This design comes from an exercise in tuning for small area, a short achievable clock period and few clock cycles per item on the open sky130 flow, not from production work.
At most, simulation tests tie the RTL to the original design; equivalence was not proved.

== JK ==
==> flow/design.v (excerpt) <==
module joystick_axes_to_cursor_motion_unit #(
    parameter int ADC_BITS = jac_pkg::ADC_BITS_DEF
) (
    input  logic                          clk,
    input  logic                          rst_n,
    input  logic                          s_axis_tvalid,
    output logic                          s_axis_tready,
    input  logic [((4*ADC_BITS+8)/8)*8-1:0] s_axis_tdata,
    output logic                          m_axis_tvalid,
    input  logic                          m_axis_tready,
    output logic [jac_pkg::OUT_W-1:0]     m_axis_tdata,
    input  logic                          cfg_we,
    input  logic [2:0]                    cfg_addr,
    input  logic [(ADC_BITS > 8 ? ADC_BITS : 8)-1:0] cfg_data
);
    localparam int QD = 6;               
    localparam int FD = LANE_LAT + 4;    
    logic [9:0] origin_reg [NUM_AXES];
    logic [9:0] amin_reg, amax_reg;
    logic [7:0] max_speed_reg, speed_div_reg;
    logic [6:0] ticks_reg, interval_reg;
    logic       rdy_reg;
    logic       pend_reg;            
    logic [FD-1:0] fed_reg;          
    logic       ivl_wait_reg;        
    logic       allow1_reg;          
    logic       spec_reg;            
    logic       spec_fed_reg;        
    logic       early_reg;           
    logic       dfix_reg;            
    logic       dfix_s_reg;          
    logic       dfix_fed_reg;        
    logic [1:0] rb_cnt_reg;          
    logic       res_done_reg;        
    logic [QD-1:0] q_v, q_upd, q_prs;  
    logic          out_valid_reg, out_upd_reg, out_prs_reg;
  ...
Settings: LEC_CHECK=0, CAP_MARGIN=20, CORE_MARGIN=2, CORE_UTILIZATION=55, CTS_BUF_LIST=sky130_fd_sc_hd__clkbuf_8, CTS_CLUSTER_SIZE=40, SETUP_SLACK_MARGIN=5.0, SLEW_MARGIN=20; clock period 8.0 ns.
standard.sh (not shown) runs the stock make flow with config.mk's settings and CLKGATE_MAP_FILE= SYNTH_SCRIPT=/design/flow/synth_recipe.tcl, a recipe that flattens the netlist after the stock synthesis.
==> flow/flow/run.sh <==
#!/bin/bash
# Standard ORFS layout (the standard.sh, standard synthesis unchanged),
# except that the port buffers inserted before global placement are buf_2
# cells instead of the cell buffer_ports picks by default, and clock tree
# synthesis uses clkbuf_16 cells, sink clusters of up to 40 and no dummy loads.
set -euo pipefail
export BUFFER_PORTS_ARGS="-buffer_cell sky130_fd_sc_hd__buf_2"
export CTS_ARGS="-sink_clustering_enable -repair_clock_nets -dont_use_dummy_load -buf_list sky130_fd_sc_hd__clkbuf_16 -sink_clustering_size 40"
bash standard.sh finish > standard_finish.log 2>&1
Testbench counts of JK, summed over its fixed seeds: cycles 36,773, items 25,600.
#### Input delta (MS over JK)
--- a/flow/flow/run.sh
+++ b/flow/flow/run.sh
@@ -5 +5 @@
-# synthesis uses clkbuf_16 cells, sink clusters of up to 40 and no dummy loads.
+# synthesis uses clkbuf_8 cells without dummy loads.
@@ -8 +8 @@
-export CTS_ARGS="-sink_clustering_enable -repair_clock_nets -dont_use_dummy_load -buf_list sky130_fd_sc_hd__clkbuf_16 -sink_clustering_size 40"
+export CTS_ARGS="-sink_clustering_enable -repair_clock_nets -dont_use_dummy_load -buf_list sky130_fd_sc_hd__clkbuf_8 -sink_clustering_size 40"
Findings:
MS vs JK, end of the critical path: s_axis_tready vs u_lane.r4_qr[6]$_DFF_P_
Going from JK to MS, maximum clock rate neither gained nor lost much; flip-flop and latch share of the layout cell area picked up an extra 0.32 points; area used by multi-input combinational logic neither gained nor lost much.
Inputs modified between MS and AL:
- PLACE_DENSITY: unset -> 0.5
[summary]
- AL: flow completed, timing, DRC and antenna clean
- As far as worst-path maximum fanout goes, MS and AL are indistinguishable; the numbers are identical.
- Total standard cell area after synthesis: MS vs AL identical
- Post-placement worst setup slack essentially unchanged between MS and AL.

* * *

main:
Another version of the RTL of joystick_axes_to_cursor_motion_unit (not shown whole).
Size in the first run: ~3400 cells after synthesis, roughly 500 flip-flops, roughly 0.034 mm^2 of cells after synthesis.
// joystick_axes_to_cursor_motion_unit
module joystick_axes_to_cursor_motion_unit #(
    parameter int ADC_BITS = jac_pkg::ADC_BITS_DEF
) (
    input  logic                          clk,
    input  logic                          rst_n,
    input  logic                          s_axis_tvalid,
    output logic                          s_axis_tready,
    input  logic [((4*ADC_BITS+8)/8)*8-1:0] s_axis_tdata,
    output logic                          m_axis_tvalid,
    input  logic                          m_axis_tready,
    output logic [jac_pkg::OUT_W-1:0]     m_axis_tdata,
    input  logic                          cfg_we,
    input  logic [2:0]                    cfg_addr,
    input  logic [(ADC_BITS > 8 ? ADC_BITS : 8)-1:0] cfg_data
);
Settings: LEC_CHECK=0, CAP_MARGIN=20, CORE_MARGIN=2, CORE_UTILIZATION=40, SETUP_SLACK_MARGIN=4.0, SLEW_MARGIN=20; clock period 8.0 ns.
run.sh (not shown) runs the stock make flow with config.mk's settings and CLKGATE_MAP_FILE= SYNTH_SCRIPT=/design/flow/synth_recipe.tcl, a recipe that flattens the netlist after the stock synthesis.
Stock flow here: none of the scripts above is used.
For the feature branch, these inputs were changed with respect to main:
- a deleted SETUP_SLACK_MARGIN that had been 4.0
==> results.txt <==
- Sort the feature branch and main by critical path depth, descending, and the feature branch comes first.
- Reported for the feature branch and main, height of the die turned out identical to the last digit.
- The feature branch vs. main: required time of the worst setup path moved down, final non-filler cell area moved down, clock-pin slew of the registers on the worst-case setup and hold paths level.
- Going from main to the feature branch, area growth from synthesis to layout shrinks by 2.9 points.
- Going from main to the feature branch, normalized max-slew margin went down by 21 points; number of buffer and inverter instances along the worst setup path went down by 3; period utilization went up by 11 points; clock skew went up by 0.011 ns.
Function was not checked in any run of this note: the RTL went through the layout flow alone.

* * *

## run A
Another version of the RTL of joystick_axes_to_cursor_motion_unit (not shown whole).
Size in the first run: about 110 I/O pins.
clock: 8.0 ns
lec_check: 0
cap_margin: 20
core_margin: 2
core_utilization: 55
setup_slack_margin: 5.0
slew_margin: 20
standard.sh (not shown) runs the stock make flow with config.mk's settings and CLKGATE_MAP_FILE= SYNTH_SCRIPT=/design/flow/synth_recipe.tcl, a recipe that flattens the netlist after the stock synthesis.
==> flow/flow/run.sh <==
#!/bin/bash
# Standard ORFS layout (the standard.sh, standard synthesis unchanged),
# except that the port buffers inserted before global placement are buf_2
# cells instead of the cell buffer_ports picks by default.
set -euo pipefail
export BUFFER_PORTS_ARGS="-buffer_cell sky130_fd_sc_hd__buf_2"
bash standard.sh finish > standard_finish.log 2>&1
Testbench counts of run A, summed over its fixed seeds: cycles 36,773, items 25,600.
The inputs of run B differ from those of run A as listed below.
- putting CTS_BUF_LIST at sky130_fd_sc_hd__clkbuf_8 where nothing was set
- putting CTS_CLUSTER_SIZE at 40 where nothing was set
==> flow/flow/run.sh <==
#!/bin/bash
# Standard ORFS layout (the standard.sh, standard synthesis unchanged),
# except that the port buffers inserted before global placement are buf_2
# cells instead of the cell buffer_ports picks by default, and clock tree
# synthesis uses clkbuf_8 cells without dummy loads.
set -euo pipefail
export BUFFER_PORTS_ARGS="-buffer_cell sky130_fd_sc_hd__buf_2"
export CTS_ARGS="-sink_clustering_enable -repair_clock_nets -dont_use_dummy_load -buf_list sky130_fd_sc_hd__clkbuf_8 -sink_clustering_size 40"
bash standard.sh finish > standard_finish.log 2>&1
Results
Compared to run A, run B has routed wire length 390 um lower. Run B vs run A — cell area dropped by a few percent. Run A -> run B: number of sequential storage elements delta 0, exact match. The via count of run A and that of run B are within noise of each other. From run A to run B the numbers moved as follows: detailed-routing wirelength on met1 down 290 um; fmax went down about 0.9%; fraction of final layout cells with drive strength greater than 1 up 0.30 points; share of the core filled with cells in the final layout decreased 1.6 points. Against run A, run B comes in 0.35 points higher on portion of the clock cycle consumed by the worst path in the final layout. Max area growth from synthesis to final layout across run B and run A: run A.
--- input diff run B..run C ---
- CTS_BUF_LIST no longer set, was sky130_fd_sc_hd__clkbuf_8
- CORE_UTILIZATION now 65, was 55
- CTS_CLUSTER_SIZE no longer set, was 40
==> flow/flow/run.sh <==
#!/bin/bash
# Standard ORFS layout (the standard.sh, standard synthesis unchanged),
# except that the port buffers inserted before global placement are buf_2
# cells instead of the cell buffer_ports picks by default.
set -euo pipefail
export BUFFER_PORTS_ARGS="-buffer_cell sky130_fd_sc_hd__buf_2"
bash standard.sh finish > standard_finish.log 2>&1
Findings:
Run C vs. run B: data arrival time of the worst path picked up an extra 0.03 ns, layout overhead on the synthesized area picked up an extra 1.6 points, total of clock buffers placed in the layout lost 14, timing-limited maximum frequency lost about 2.7%.
Compared with run B, in run C via count rose about 1.7%, design area rose 1.4%, tap cell count fell 18%.
The following lists how run D was set up differently from run C:
- CORE_UTILIZATION changed from 65 to 55
- CTS_BUF_LIST newly set to sky130_fd_sc_hd__clkbuf_4 sky130_fd_sc_hd__clkbuf_8
--- outcome ---
- No run among run C and run D stopped early or left any final violation; all are clean.
- Re H-tree depth: no difference whatsoever between run C and run D.
- Run C → run D: area enclosed by the die boundary grew by about 18%; portion of the clock cycle consumed by the worst path in the final layout now smaller; final standard cell area without fillers +1.1%.
- | wire length the detailed router placed on met1 | lower: run C |
- Delta (run D minus run C): sequential share of layout area went down, final critical-path setup slack higher.
- Run C → run D: minimum clock period after layout went down; number of buffers added for setup after CTS went up.
## Diff of input files: run E against run D
- CTS_BUF_LIST: sky130_fd_sc_hd__clkbuf_4 sky130_fd_sc_hd__clkbuf_8 -> unset
- PLACE_DENSITY: unset -> 0.75
## What came out
- Run E reached the end of the flow, and the finished layout is clean on the timing, design-rule and antenna checks.
- Multi-input gate share of the layout cell area: run E vs run D — no meaningful difference
- Run E vs run D: via count down slightly
- Compared with run D, in run E register-to-register slack -0.12 ns, core utilization of the finished layout -0.73 points.
- Clock skew down 0.027 ns in run E wrt run D
- Global-route usage: lower on run E
Here is what was changed in the inputs of run F compared with run E.
- putting CTS_BUF_LIST at sky130_fd_sc_hd__clkbuf_8 where nothing was set
- putting CTS_CLUSTER_SIZE at 40 where nothing was set
- clearing PLACE_DENSITY, which used to be 0.75
## What came out
- Looking at final setup skew, run F sits 0.029 ns above run E.
- When run F is measured against run E, its overall track demand over capacity in global routing turns out 2.0 points higher.
- Run E -> run F: number of nets in the layout increased slightly
- Run F went all the way through the flow, and no timing, DRC or antenna check failed.
- Run F has detailed-route wire length above what run E had.
- Summary of run F over run E: count of hold-fix buffers inserted at cts held steady; met3 demand-to-capacity share in global routing grew by 0.87 points; cell count along the critical path shrank by 1.

* * *

== exp/lagoon ==
Another version of the RTL of joystick_axes_to_cursor_motion_unit (not shown whole).
Size: ~3600 cells after synthesis, ~630 flip-flops, roughly 110 I/O pins, roughly 36000 um2 of cells after synthesis.
make LEC_CHECK=0 CAP_MARGIN=20 CORE_MARGIN=2 CORE_UTILIZATION=65 SETUP_SLACK_MARGIN=5.0 SLEW_MARGIN=20 finish   # period 8.0 ns
run.sh (not shown) runs the stock make flow with config.mk's settings and CLKGATE_MAP_FILE= SYNTH_SCRIPT=/design/flow/synth_recipe.tcl, a recipe that flattens the netlist after the stock synthesis.
Stock flow here: none of the scripts above is used.
Here is what was changed in the inputs of exp/fjord compared with exp/lagoon.
==> flow/flow/run.sh (new file) <==
#!/bin/bash
# Standard ORFS layout (the standard.sh, standard synthesis unchanged),
# except that the port buffers inserted before global placement are buf_2
# cells instead of the cell buffer_ports picks by default.
set -euo pipefail
export BUFFER_PORTS_ARGS="-buffer_cell sky130_fd_sc_hd__buf_2"
bash standard.sh finish > standard_finish.log 2>&1
==> flow/standard.sh (new file) <==
#!/bin/bash
# synth_recipe.tcl (not shown) runs the flow's synth.tcl, then flattens the netlist and writes it again
# the make line also repeats each setting of config.mk as NAME=value (left out here)
make -C /OpenROAD-flow-scripts/flow DESIGN_CONFIG=/design/flow/config.mk WORK_HOME=/design/flow/orfs CLKGATE_MAP_FILE= SYNTH_SCRIPT=/design/flow/synth_recipe.tcl "${@:-finish}"
removed: flow/run.sh
Findings:
- On multi-input gate share of total cell area: exp/fjord sits above exp/lagoon.
- Via count for exp/fjord: 1.5% down relative to exp/lagoon
- The post-layout worst setup margin in exp/fjord sits 30 ps above the value recorded for exp/lagoon.
- Highest metal layer with signal wires = met4: exp/lagoon; highest metal layer with signal wires = met5: exp/fjord
- Between exp/fjord and exp/lagoon, the difference in worst hold slack is negligible.
Modified inputs, exp/onyx compared to exp/fjord
- changing CORE_UTILIZATION from 65 to 75
--- outcome ---
exp/onyx ended with every stage complete and zero timing, DRC or antenna violations. As far as multi-input logic cell count is concerned, exp/onyx and exp/fjord perform about the same. Delta (exp/onyx minus exp/fjord): area of all placed cells without fillers comparable; detailed route wirelength on metal2 went up by about 10%.
No functional check of the RTL was part of any run of this note.

* * *

== rev 12 ==
Starting RTL as in the previous note.
Settings: LEC_CHECK=0, ABC_CLOCK_PERIOD_IN_PS=3000, CAP_MARGIN=20, CORE_MARGIN=2, CORE_UTILIZATION=65, SETUP_SLACK_MARGIN=5.0, SLEW_MARGIN=20; clock period 8.0 ns.
standard.sh (not shown) runs the stock make flow with config.mk's settings and CLKGATE_MAP_FILE= SYNTH_SCRIPT=/design/flow/synth_recipe.tcl, a recipe that flattens the netlist after the stock synthesis.
==> flow/flow/run.sh <==
#!/bin/bash
# Standard ORFS layout (the standard.sh, standard synthesis unchanged),
# except that the port buffers inserted before global placement are buf_2
# cells instead of the cell buffer_ports picks by default.
set -euo pipefail
export BUFFER_PORTS_ARGS="-buffer_cell sky130_fd_sc_hd__buf_2"
bash standard.sh finish > standard_finish.log 2>&1
### rev 12 -> rev 13
- a change of SETUP_SLACK_MARGIN from 5.0 to 4.7
- a deleted ABC_CLOCK_PERIOD_IN_PS that had been 3000
## What came out
- Rev 13 vs. rev 12: detailed-route via count went down by 188.
- Share of the clock period used by the worst path was higher in rev 13 than in rev 12.
- Post-detailed-placement cell area essentially unchanged between rev 13 and rev 12.
- Looking at rev 12 and rev 13, the via density per instance is a wash.
No run of this note included a check of the RTL's function; only the layout flow was run.

* * *

== 04-05 ==
joystick_axes_to_cursor_motion_unit with an RTL version that a note above also has.
Size in the first run: ~660 flip-flops.
Settings: LEC_CHECK=0, CAP_MARGIN=20, CORE_MARGIN=2, CORE_UTILIZATION=55, CTS_BUF_LIST=sky130_fd_sc_hd__clkbuf_8, CTS_CLUSTER_SIZE=40, SETUP_SLACK_MARGIN=5.0, SLEW_MARGIN=20; clock period 8.0 ns.
run.sh (not shown) runs the stock make flow with config.mk's settings and CLKGATE_MAP_FILE= SYNTH_SCRIPT=/design/flow/synth_recipe.tcl, a recipe that flattens the netlist after the stock synthesis.
Stock flow here: none of the scripts above is used.
Testbench counts of 04-05, summed over its fixed seeds: cycles 36,773, items 25,600.
What 11-19 does differently from 04-05 at the input level:
==> flow/flow/run.sh (new file) <==
#!/bin/bash
# Standard ORFS layout (the standard.sh, standard synthesis unchanged),
# except that the port buffers inserted before global placement are buf_2
# cells instead of the cell buffer_ports picks by default, and clock tree
# synthesis uses clkbuf_8 cells without dummy loads.
set -euo pipefail
export BUFFER_PORTS_ARGS="-buffer_cell sky130_fd_sc_hd__buf_2"
export CTS_ARGS="-sink_clustering_enable -repair_clock_nets -dont_use_dummy_load -buf_list sky130_fd_sc_hd__clkbuf_8 -sink_clustering_size 40"
bash standard.sh finish > standard_finish.log 2>&1
==> flow/standard.sh (new file) <==
#!/bin/bash
# synth_recipe.tcl (not shown) runs the flow's synth.tcl, then flattens the netlist and writes it again
# the make line also repeats each setting of config.mk as NAME=value (left out here)
make -C /OpenROAD-flow-scripts/flow DESIGN_CONFIG=/design/flow/config.mk WORK_HOME=/design/flow/orfs CLKGATE_MAP_FILE= SYNTH_SCRIPT=/design/flow/synth_recipe.tcl "${@:-finish}"
--- a/flow/config.mk
+++ b/flow/config.mk
@@ -9,3 +9,3 @@
 export CORE_MARGIN = 2
-export CORE_UTILIZATION = 55
+export CORE_UTILIZATION = 45
 export CTS_BUF_LIST = sky130_fd_sc_hd__clkbuf_8
removed: flow/run.sh
Findings:
- [11-19 vs 04-05] standard cell area after detailed placement: lower in 11-19
- 11-19 ends up with higher final setup slack of the worst path than 04-05 does.
- Of the two values seen for top routing layer in use, met4 was produced by 11-19 and met5 by 04-05.
- 04-05 → 11-19: core box area saw an increase, sequential share of cell area picked up an extra 0.68 points.

## afterwards: timing with drivers on the ports
How much do the figures lean on ideal ports? The routed layouts below were timed once more, with nothing changed but the port constraints.
Step 1 sets driving cells, clkbuf_16 on the clock port and buf_2 on the other inputs (assumed; they add their load-dependent delay and slew).
Step 2, shift: input delay + t, output delay - t, t = (earliest + latest rising clock arrival at the registers) / 2. This alone moves slack from input paths to output paths.
a / b / c = ideal ports / drivers / drivers and shift; a / b = the first two.
| run | shift t [ns] | setup WS [ns] | worst setup path at the end | cell pins on the clock port's net |
|---|---|---|---|---|
| JK | 0.645 | 4.999 / 4.999 / 4.544 | input to register | 1 |
| MS | 0.721 | 5.003 / 4.944 / 4.388 | input to register | 1 |
| AL | 0.721 | 5.003 / 4.944 / 4.388 | input to register | 1 |
| main | 0.681 | 3.588 / 3.588 / 3.588 | register to register | 1 |
| the feature branch | 0.676 | 2.726 / 2.726 / 2.726 | register to register | 1 |
| run A | 0.653 | 4.902 / 4.902 / 4.543 | input to register | 1 |
| run B | 0.719 | 4.873 / 4.873 / 4.579 | input to register | 1 |
| run C | 0.643 | 4.786 / 4.786 / 4.559 | input to register | 1 |
| run D | 0.755 | 4.917 / 4.917 / 4.552 | input to register | 1 |
| run E | 0.670 | 4.802 / 4.802 / 4.491 | input to register | 1 |
| run F | 0.748 | 4.917 / 4.917 / 4.552 | input to register | 1 |
| exp/lagoon | 0.673 | 4.893 / 4.893 / 4.437 | input to register | 1 |
| exp/fjord | 0.653 | 4.924 / 4.924 / 4.499 | input to register | 1 |
| exp/onyx | 0.667 | 4.789 / 4.789 / 4.392 | input to register | 1 |
| rev 12 | 0.653 | 4.924 / 4.924 / 4.499 | input to register | 1 |
| rev 13 | 0.651 | 4.834 / 4.834 / 4.270 | input to register | 1 |
| 04-05 | 0.755 | 4.970 / 4.960 / 4.430 | input to register | 1 |
| 11-19 | 0.743 | 5.035 / 5.023 / 4.528 | input to register | 1 |
After both steps setup and hold are still met in every run listed.
